Source: an optimization exercise on an open RTL-to-GDS flow (aim: small area, a short achievable clock period and few clock cycles). Production flows keep margins and buffers that such runs may drop. Function was checked by simulation only, so behaviour that the tests miss may differ from the original. Power is estimated from default activity; no workload was simulated.

--- flow/run.sh ---
#!/bin/bash
# synth_recipe.tcl (not shown) runs the flow's synth.tcl, then flattens the netlist and writes it again
# the make line also repeats each setting of config.mk as NAME=value (left out here)
make -C /OpenROAD-flow-scripts/flow DESIGN_CONFIG=/design/flow/config.mk WORK_HOME=/design/flow/orfs CLKGATE_MAP_FILE= SYNTH_SCRIPT=/design/flow/synth_recipe.tcl finish
--- flow/config.mk ---
export PLATFORM = sky130hd
export DESIGN_NAME = kruskal_minimum_spanning_tree
export DESIGN_NICKNAME = kruskal_minimum_spanning_tree
export VERILOG_FILES = /design/flow/design.v
export SDC_FILE = /design/flow/constraint.sdc
export NUM_CORES = 4
export LEC_CHECK = 0
export CAP_MARGIN = 20
export CORE_MARGIN = 2
export CORE_UTILIZATION = 40
export SLEW_MARGIN = 20
--- flow/constraint.sdc ---
create_clock -name core_clock -period 7.0 [get_ports {clk_i}]
set_input_delay 1.4000 -clock core_clock [delete_from_list [all_inputs] [get_ports {clk_i}]]
set_output_delay 1.4000 -clock core_clock [all_outputs]
set_load 0.01 [all_outputs]
--- flow/design.v ---
package kmst_pkg;
  localparam int MaxNodes     = 32;
  localparam int MaxEdges     = 64;
  localparam int WeightBits   = 16;
  localparam int TotalW       = 21;
  localparam int CfgW         = 6;
  localparam int NodeCountRst = 32;
  localparam int DataW        = 32;
  localparam int AddrW        = 3;
  localparam logic RegNodeCount = 1'b0;
endpackage
module kmst_edge_mem #(
  parameter int MAX_NODES   = kmst_pkg::MaxNodes,
  parameter int MAX_EDGES   = kmst_pkg::MaxEdges,
  parameter int WEIGHT_BITS = kmst_pkg::WeightBits,
  localparam int NodeW = $clog2(MAX_NODES),
  localparam int EdW   = 2 * NodeW + WEIGHT_BITS
) (
  input  logic           clk_i,
  input  logic           rst_ni,
  input  logic           ins_i,       
  input  logic           seal_i,      
  input  logic [EdW-1:0] wdata_i,
  input  logic           pop_i,       
  output logic [EdW-1:0] head_o
);
  logic [EdW-1:0]       data_q [MAX_EDGES];
  logic [MAX_EDGES-1:0] valid_q, new_q;
  logic [MAX_EDGES:0]   le;           
  logic signed [WEIGHT_BITS-1:0] dw;
  logic signed [WEIGHT_BITS-1:0] ew [MAX_EDGES];
  assign dw = wdata_i[WEIGHT_BITS-1:0];
  always_comb begin
    for (int i = 0; i < MAX_EDGES; i++) begin
      ew[i] = data_q[i][WEIGHT_BITS-1:0];
      le[i] = valid_q[i] && (!new_q[i] || (ew[i] <= dw));
    end
    le[MAX_EDGES] = 1'b0;
  end
  always_ff @(posedge clk_i or negedge rst_ni) begin
    if (!rst_ni) begin
      valid_q <= '0;
    end else begin
      for (int i = 0; i < MAX_EDGES; i++) begin
        if (pop_i && (!ins_i || le[i+1])) begin
          valid_q[i] <= (i == MAX_EDGES - 1) ? 1'b0 : valid_q[(i+1) % MAX_EDGES];
        end else if (ins_i && (pop_i ? le[i] : !le[i])) begin
          valid_q[i] <= (pop_i || i == 0) ? 1'b1 :
                        (le[(i+MAX_EDGES-1) % MAX_EDGES] ? 1'b1 : valid_q[(i+MAX_EDGES-1) % MAX_EDGES]);
        end
      end
    end
  end
  always_ff @(posedge clk_i) begin
    for (int i = 0; i < MAX_EDGES; i++) begin
      if (pop_i && (!ins_i || le[i+1])) begin
        if (i != MAX_EDGES - 1) begin
          data_q[i] <= data_q[(i+1) % MAX_EDGES];
          new_q[i]  <= new_q[(i+1) % MAX_EDGES] && !seal_i;
        end
      end else if (ins_i && (pop_i ? le[i] : !le[i])) begin
        if (pop_i || i == 0 || le[(i+MAX_EDGES-1) % MAX_EDGES]) begin
          data_q[i] <= wdata_i;
          new_q[i]  <= !seal_i;
        end else begin
          data_q[i] <= data_q[(i+MAX_EDGES-1) % MAX_EDGES];
          new_q[i]  <= new_q[(i+MAX_EDGES-1) % MAX_EDGES] && !seal_i;
        end
      end else begin
        new_q[i] <= new_q[i] && !seal_i;
      end
    end
  end
  assign head_o = data_q[0];
endmodule
module kmst_uf_mem #(
  parameter int MAX_NODES = kmst_pkg::MaxNodes,
  localparam int NodeW = $clog2(MAX_NODES)
) (
  input  logic             clk_i,
  input  logic             clear_i,    
  input  logic             join_i,     
  input  logic [NodeW-1:0] a_i,
  input  logic [NodeW-1:0] b_i,
  output logic             diff_o      
);
  logic [NodeW-1:0] lab_q [MAX_NODES];
  logic [NodeW-1:0] la, lb;
  assign la     = lab_q[a_i];
  assign lb     = lab_q[b_i];
  assign diff_o = (la != lb);
  always_ff @(posedge clk_i) begin
    for (int i = 0; i < MAX_NODES; i++) begin
      if (clear_i) begin
        lab_q[i] <= NodeW'(i);
      end else if (join_i && diff_o && (lab_q[i] == lb)) begin
        lab_q[i] <= la;
      end
    end
  end
endmodule
module kruskal_minimum_spanning_tree #(
  parameter int MAX_NODES   = kmst_pkg::MaxNodes,
  parameter int MAX_EDGES   = kmst_pkg::MaxEdges,
  parameter int WEIGHT_BITS = kmst_pkg::WeightBits,
  localparam int NodeW = $clog2(MAX_NODES),
  localparam int CntW  = $clog2(MAX_EDGES + 1),
  localparam int EdW   = 2 * NodeW + WEIGHT_BITS
) (
  input  logic                                 clk_i,
  input  logic                                 rst_ni,
  input  logic                                 psel,
  input  logic                                 penable,
  input  logic                                 pwrite,
  input  logic [kmst_pkg::AddrW-1:0]           paddr,
  input  logic [kmst_pkg::DataW-1:0]           pwdata,
  output logic [kmst_pkg::DataW-1:0]           prdata,
  output logic                                 pready,
  input  logic                                 in_valid_i,
  output logic                                 in_stall_o,
  input  logic [NodeW-1:0]                     first_node_i,
  input  logic [NodeW-1:0]                     second_node_i,
  input  logic signed [WEIGHT_BITS-1:0]        weight_i,
  input  logic                                 last_edge_i,
  output logic                                 out_valid_o,
  input  logic                                 out_stall_i,
  output logic [NodeW-1:0]                     tree_first_node_o,
  output logic [NodeW-1:0]                     tree_second_node_o,
  output logic signed [kmst_pkg::TotalW-1:0]   total_weight_o,
  output logic                                 is_total_o,
  output logic                                 overflow_o,
  output logic                                 last_o
);
  localparam int GqD = 4;               
  localparam int GqA = $clog2(GqD);
  logic [kmst_pkg::CfgW-1:0] node_count_q;
  logic [kmst_pkg::CfgW-1:0] prdata_q;
  logic [NodeW:0]            n_eff;
  logic                   ir_ins_q, ir_last_q, ir_drop_q;
  logic [CntW-1:0]        ir_cnt_q;
  logic [EdW-1:0]         ir_data_q;
  logic                   stall_q;
  logic [CntW-1:0]        load_cnt_q;      
  logic                   load_drop_q;
  logic [CntW-1:0]        old_cnt_q;       
  logic [GqA:0]           gcnt_q;          
  logic [CntW-1:0]        gq_cnt_q  [GqD];
  logic                   gq_drop_q [GqD];
  logic [GqA-1:0]         gq_wp_q, gq_rp_q;
  logic [GqA:0]           gq_n_q;
  logic [CntW-1:0]        popped_q;
  logic                   p1_edge_q, p1_mark_q, p1_drop_q, init_q;
  logic [NodeW-1:0]       p1_u_q, p1_v_q;
  logic signed [WEIGHT_BITS-1:0] p1_w_q;
  logic signed [kmst_pkg::TotalW-1:0] total_q;
  logic                   out_valid_q, out_total_q, out_ovf_q;
  logic [NodeW-1:0]       out_u_q, out_v_q;
  logic signed [kmst_pkg::TotalW-1:0] out_sum_q;
  assign pready = 1'b1;
  assign prdata = kmst_pkg::DataW'(prdata_q);
  always_ff @(posedge clk_i or negedge rst_ni) begin
    if (!rst_ni) begin
      node_count_q <= kmst_pkg::CfgW'(kmst_pkg::NodeCountRst);
    end else if (psel && penable && pwrite && (paddr[2] == kmst_pkg::RegNodeCount)) begin
      node_count_q <= pwdata[kmst_pkg::CfgW-1:0];
    end
  end
  always_ff @(posedge clk_i) begin
    prdata_q <= (paddr[2] == kmst_pkg::RegNodeCount) ? node_count_q : '0;
  end
  assign n_eff = (node_count_q > kmst_pkg::CfgW'(MAX_NODES)) ?
                 (NodeW + 1)'(MAX_NODES) : (NodeW + 1)'(node_count_q);
  logic acc, acc_last, edge_ok;
  logic [CntW-1:0] cnt_inc;
  assign in_stall_o = stall_q;
  assign acc      = in_valid_i && !stall_q;
  assign acc_last = acc && last_edge_i;
  assign edge_ok  = ((NodeW + 1)'(first_node_i) < n_eff) &&
                    ((NodeW + 1)'(second_node_i) < n_eff) &&
                    (load_cnt_q != CntW'(MAX_EDGES));
  assign cnt_inc  = load_cnt_q + CntW'(edge_ok);
  logic adv, gq_has, pop, mark;
  logic [CntW-1:0] head_cnt;
  assign adv      = !out_valid_q || !out_stall_i;
  assign gq_has   = (gq_n_q != '0);
  assign head_cnt = gq_cnt_q[gq_rp_q];
  assign pop      = adv && gq_has && (popped_q != head_cnt);
  assign mark     = adv && gq_has && (popped_q == head_cnt);
  logic [CntW-1:0] old_d, load_d;
  logic [GqA:0]    gcnt_d;
  always_comb begin
    old_d  = old_cnt_q - CntW'(pop);
    load_d = load_cnt_q;
    if (acc) begin
      if (last_edge_i) begin
        old_d  = old_d + cnt_inc;
        load_d = '0;
      end else begin
        load_d = cnt_inc;
      end
    end
    gcnt_d = gcnt_q + (GqA + 1)'(acc_last) - (GqA + 1)'(mark);
  end
  always_ff @(posedge clk_i or negedge rst_ni) begin
    if (!rst_ni) begin
      stall_q     <= 1'b0;
      load_cnt_q  <= '0;
      load_drop_q <= 1'b0;
      old_cnt_q   <= '0;
      gcnt_q      <= '0;
      ir_ins_q    <= 1'b0;
      ir_last_q   <= 1'b0;
    end else begin
      old_cnt_q  <= old_d;
      load_cnt_q <= load_d;
      gcnt_q     <= gcnt_d;
      stall_q    <= ((old_d != '0) && ((CntW + 1)'(old_d) + (CntW + 1)'(load_d) >=
                                        (CntW + 1)'(MAX_EDGES))) ||
                    (gcnt_d == (GqA + 1)'(GqD));
      if (acc) begin
        load_drop_q <= last_edge_i ? 1'b0 : (load_drop_q || !edge_ok);
      end
      ir_ins_q  <= acc && edge_ok;
      ir_last_q <= acc_last;
    end
  end
  always_ff @(posedge clk_i) begin
    if (acc) begin
      ir_data_q <= {first_node_i, second_node_i, weight_i};
      ir_cnt_q  <= cnt_inc;
      ir_drop_q <= load_drop_q || !edge_ok;
    end
  end
  logic [EdW-1:0] head;
  kmst_edge_mem #(
    .MAX_NODES  (MAX_NODES),
    .MAX_EDGES  (MAX_EDGES),
    .WEIGHT_BITS(WEIGHT_BITS)
  ) u_edge_mem (
    .clk_i  (clk_i),
    .rst_ni (rst_ni),
    .ins_i  (ir_ins_q),
    .seal_i (ir_last_q),
    .wdata_i(ir_data_q),
    .pop_i  (pop),
    .head_o (head)
  );
  always_ff @(posedge clk_i or negedge rst_ni) begin
    if (!rst_ni) begin
      gq_wp_q  <= '0;
      gq_rp_q  <= '0;
      gq_n_q   <= '0;
      popped_q <= '0;
    end else begin
      if (ir_last_q) begin
        gq_wp_q <= gq_wp_q + GqA'(1);
      end
      if (mark) begin
        gq_rp_q  <= gq_rp_q + GqA'(1);
        popped_q <= '0;
      end else if (pop) begin
        popped_q <= popped_q + CntW'(1);
      end
      gq_n_q <= gq_n_q + (GqA + 1)'(ir_last_q) - (GqA + 1)'(mark);
    end
  end
  always_ff @(posedge clk_i) begin
    if (ir_last_q) begin
      gq_cnt_q[gq_wp_q]  <= ir_cnt_q;
      gq_drop_q[gq_wp_q] <= ir_drop_q;
    end
  end
  logic diff, p1_join;
  assign p1_join = adv && p1_edge_q;
  kmst_uf_mem #(
    .MAX_NODES(MAX_NODES)
  ) u_uf_mem (
    .clk_i  (clk_i),
    .clear_i(init_q || (adv && p1_mark_q)),
    .join_i (p1_join),
    .a_i    (p1_u_q),
    .b_i    (p1_v_q),
    .diff_o (diff)
  );
  always_ff @(posedge clk_i or negedge rst_ni) begin
    if (!rst_ni) begin
      init_q      <= 1'b1;
      p1_edge_q   <= 1'b0;
      p1_mark_q   <= 1'b0;
      out_valid_q <= 1'b0;
    end else begin
      init_q <= 1'b0;
      if (adv) begin
        p1_edge_q   <= pop;
        p1_mark_q   <= mark;
        out_valid_q <= (p1_edge_q && diff) || p1_mark_q;
      end
    end
  end
  always_ff @(posedge clk_i) begin
    if (pop) begin
      {p1_u_q, p1_v_q, p1_w_q} <= head;
    end
    if (mark) begin
      p1_drop_q <= gq_drop_q[gq_rp_q];
    end
    if (init_q || (adv && p1_mark_q)) begin
      total_q <= '0;
    end else if (p1_join && diff) begin
      total_q <= total_q + kmst_pkg::TotalW'(p1_w_q);
    end
    if (adv) begin
      out_total_q <= p1_mark_q;
      out_ovf_q   <= p1_mark_q && p1_drop_q;
      out_u_q     <= p1_mark_q ? '0 : p1_u_q;
      out_v_q     <= p1_mark_q ? '0 : p1_v_q;
      out_sum_q   <= p1_mark_q ? total_q : '0;
    end
  end
  assign out_valid_o        = out_valid_q;
  assign tree_first_node_o  = out_u_q;
  assign tree_second_node_o = out_v_q;
  assign total_weight_o     = out_sum_q;
  assign is_total_o         = out_total_q;
  assign overflow_o         = out_ovf_q;
  assign last_o             = out_total_q;
endmodule
==> qor.json <==
{
  "placed_design": {
    "detailed_place_hpwl_mm": 306.4,
    "numPortBuffers": 82,
    "routabilityCongestion": 1.002
  },
  "flow_run": {
    "drv.max_cap_violation_count": 0
  },
  "timing": {
    "unrepaired_setup_endpoints_after_global_routing": "no",
    "report.final.slew_viol_count": 0,
    "timing.clock.skew_ns": 0.06711,
    "fin_crit_sh_pct": 79.89,
    "max-slew-margin-rel_pct": 20.89,
    "sum_of_negative_setup_slack_ns": 0,
    "timing.fmax_mhz": 178.8,
    "finalHoldViolations": 0,
    "tightestPinTransition_ns": 1.179,
    "period_minus_slack_ns": 5.592,
    "hold_ws_ns": 0.4414,
    "finalSetupViolations": 0
  },
  "clocking": {
    "holdBufCountCts": 0,
    "clock_latency_ns": 0.91,
    "clk_pin_slew_ns": 0.06,
    "clockBufferDepth": 4,
    "cts_root_buf": "clkbuf_16",
    "ctsHtreeMaxLevel": 5,
    "tritoncts": "yes",
    "post_cts_resized": 0,
    "cts_sinks": 2150,
    "setup_fix_buffers_added_after_clock_tree_synthesis": 0,
    "cts_made_buffers": 265
  },
  "floorplanning": {
    "placeableCoreArea_mm2": 0.3401,
    "rows": 214,
    "ios": 138,
    "design.die.area_mm2": 0.3464,
    "die_height_um": 588.6,
    "floorplan.initialDensity_pct": 40.20,
    "die_width_um": 588.6
  },
  "power_and_ir_drop": {
    "powerDensity_mw_per_mm2": 571.1,
    "max-vdd-ir-drop_uv": 447.6,
    "static-leakage-power_uw": 0.05899
  },
  "grt": {
    "grt_pass1_vias": 101300,
    "pin_count_of_the_biggest_net_entering_global_routing": 105,
    "grt_pass1_wl_mm": 652.2,
    "grt_antenna_before_repair": 5,
    "grt_use_total_pct": 24.09,
    "global_route.overflow_total": 0
  },
  "finish": {
    "drive_above_1_share_pct": 7.788,
    "multi_input_comb_area_mm2": 0.07091,
    "area_delta_synth_final_pct": 10.85,
    "register_area_mm2": 0.06152,
    "postLayoutCoreUtil_pct": 44.56,
    "layout_nets": 14260,
    "fill_cells": 32170
  },
  "drt": {
    "route.detailed.wl_per_inst_um": 24.17,
    "drt_drc_violations_left": 0,
    "route.detailed.vias_per_inst": 5.865,
    "total_wirelength_mm": 429.9,
    "drt_pre_antenna_iters": 9,
    "drt-initial-drc-count": 10130,
    "drt.antenna.violating_nets": 0,
    "route.vias.total": 104300
  },
  "worst_setup_path": {
    "setup.worst_path.class": "reg -> reg",
    "worstPathRequired_ns": 7.76,
    "cp_max_fo": 10,
    "cp-start-kind": "register",
    "worst-endpoint-arrival_ns": 6.35,
    "endpoint_kind": "register"
  },
  "synth": {
    "synthCells": 13250,
    "synth_top_family_by_area": "multiplexers",
    "synthMuxAreaShare_pct": 14.35,
    "netlist.top_cell.by_area": "edfxtp_1",
    "dominantRegCellSynth": "edfxtp_1",
    "post_synth_and_or_nand_nor_area_fraction_pct": 11.49,
    "synthDominantCellAreaShare_pct": 39.35,
    "yosysMostFrequentCell": "mux2i_1",
    "synthAdderAreaFrac_pct": 10.51,
    "number_of_synthesized_flops_with_an_enable_pin": 1791,
    "postSynthRegisterBits": 2150,
    "post_synth_top_cells": "mux2i_1 (1833), edfxtp_1 (1791), nand2_1 (1448), o21ai_0 (1332), ha_1 (1140)",
    "synth.top_cells.by_area": "edfxtp_1 (39%), mux2i_1 (13%), ha_1 (10%), o21ai_0 (4.9%), nand2_1 (4.0%)",
    "yosys.area_share.xor_xnor_pct": 1.331,
    "async_reset_ff_share_pct": 5.070,
    "synth_warnings": 6,
    "post_synth.cell_area_avg_um2": 10.32,
    "ys_types": 106,
    "syn-cell-area_mm2": 0.1367,
    "area_fraction_in_compound_gates_after_synthesis_pct": 13.66,
    "yosysSeqAreaShare_pct": 45.01
  },
  "outcome": {
    "run_status": "no timing/DRC/antenna violations"
  },
  "hold_path": {
    "min_path_type": "in -> async"
  }
}
## final cells by class
class,count,share of cell area [%]
well taps,4536,3.746
diodes,2,0.003303
inverters,292,0.7548
flip-flops and latches,2150,40.61
clock buffers,343,4.754
repair buffers,432,2.495
multi-input cells,9909,46.80
clock inverters,125,0.8382
## metal layers
layer  part of all wire, %  routed length [um]  global-route usage [%]
met1                    46              198900                   35.18
met2                    44              188500                   37.29
met5                     0                   0                       0
met4                   3.0               12940                   7.121
met3                   6.9               29520                   2.877
## worst paths after layout
kind	startpoint	cells after the start	endpoint	slack, ns
setup / recovery	gq_rp_q[0]	21	stall_q	1.41
hold / removal	rst_ni	1	gcnt_q[2]	0.44
setup reg to reg	gq_rp_q[0]	21	stall_q	1.41
min in group core_clock	u_edge_mem.data_q[0][20]	0	p1_v_q[4]	0.45
hold reg to reg	u_edge_mem.data_q[0][20]	0	p1_v_q[4]	0.45
max in group asynchronous	rst_ni	2	u_edge_mem.valid_q[28]	5.32
## power by group
group	leakage, uW	switching [uW]	internal, uW
Sequential	0.0212	6320	24700
Clock	0.00412	5730	8080
Combinational	0.0337	26300	15400
## cell usage in the layout (no fill, tap or decap), types with 58 or more instances in the layout
cell,Yosys,layout
a21o_1,265,264
o21ai_0,1332,1324
mux2_2,97,97
clkdlybuf4s50_1,0,81
nand3_1,127,127
nand2_1,1448,1444
nor2_1,834,823
xnor2_1,98,98
o21a_1,162,160
xor2_1,106,106
edfxtp_1,1791,1791
nor2b_1,137,137
mux2i_1,1833,1832
a21oi_1,957,936
inv_1,287,270
buf_4,43,326
ha_1,1140,1140
clkbuf_1,719,58
clkbuf_16,0,272
nand4_1,213,213
nand2b_1,140,137
nor3_1,177,177
dfrtp_1,107,105
dfxtp_1,250,250
## logic make-up after synthesis
family,Yosys count
AND/OR/NAND/NOR,3385
AO/OA/AOI/OAI,3207
flip-flops,2150
multiplexers,1938
buffers and inverters,1215
adder cells (fa/ha/maj),1145
XOR/XNOR,206
other,2
## state kept, by name, summed over array words and instances, names as in the netlist, 7 cells and up
signal,count
gq_cnt_q,28
u_edge_mem.valid_q,64
u_uf_mem.lab_q,160
u_edge_mem.data_q,1664
ir_data_q,26
load_cnt_q,7
ir_cnt_q,7
old_cnt_q,7
total_q,21
out_sum_q,21
p1_w_q,16
u_edge_mem.new_q,64
popped_q,7
## critical path: stages, from the launching register on
cell	delay [ns]
dfrtp_1	0.72
mux4_2	0.59
xnor2_1	0.19
nand4_1	0.18
nor4_4	0.39
or2_4	0.26
inv_8	0.05
ha_1	0.22
ha_1	0.31
inv_1	0.07
ha_1	0.29
a21o_1	0.18
a21oi_1	0.26
xnor2_1	0.10
a21oi_1	0.35
ha_1	0.32
o21a_1	0.12
o21a_1	0.18
nor2_1	0.10
a211oi_1	0.06
a2111oi_0	0.38
o21ai_0	0.14
## metrics by stage
step	instance area [um^2]	cells	setup WS [ns]	power, uW
after global routing	151500	17790	0.8955	92420
after detailed placement	142900	17320	0.6896	72160
after global placement	142900	17320	0.5049	71220
after floorplan	136800	13270	0.2040	58460
final	151500	17790	1.408	86530
after CTS	151400	17780	1.370	86150
Testbench counts, summed over its fixed seeds: cycles 5,234.

[separate check: timing with driven ports]
In the flow no input, the clock included, has a driving cell. The finished layout below was timed again as built, in two steps. Step 1 assumes that a clkbuf_16 drives the clock port and a buf_2 every other input. Step 2 times the ports against the registers' clock, not the clock port: input delays grow and output delays shrink by t, the midpoint of the rising clock arrivals with the driver on. a / b / c = no drivers / after step 1 / after step 2; a / b = the first two.
shift t [ns]: 0.982
setup WS [ns]: 1.408 / 1.408 / 0.677
worst register clock-pin slew, ns: 0.07 / 0.07
After both steps setup and hold are still met in this run. The setup slack of this run moves by 0.000 ns with the drivers and by -0.731 ns with both steps.
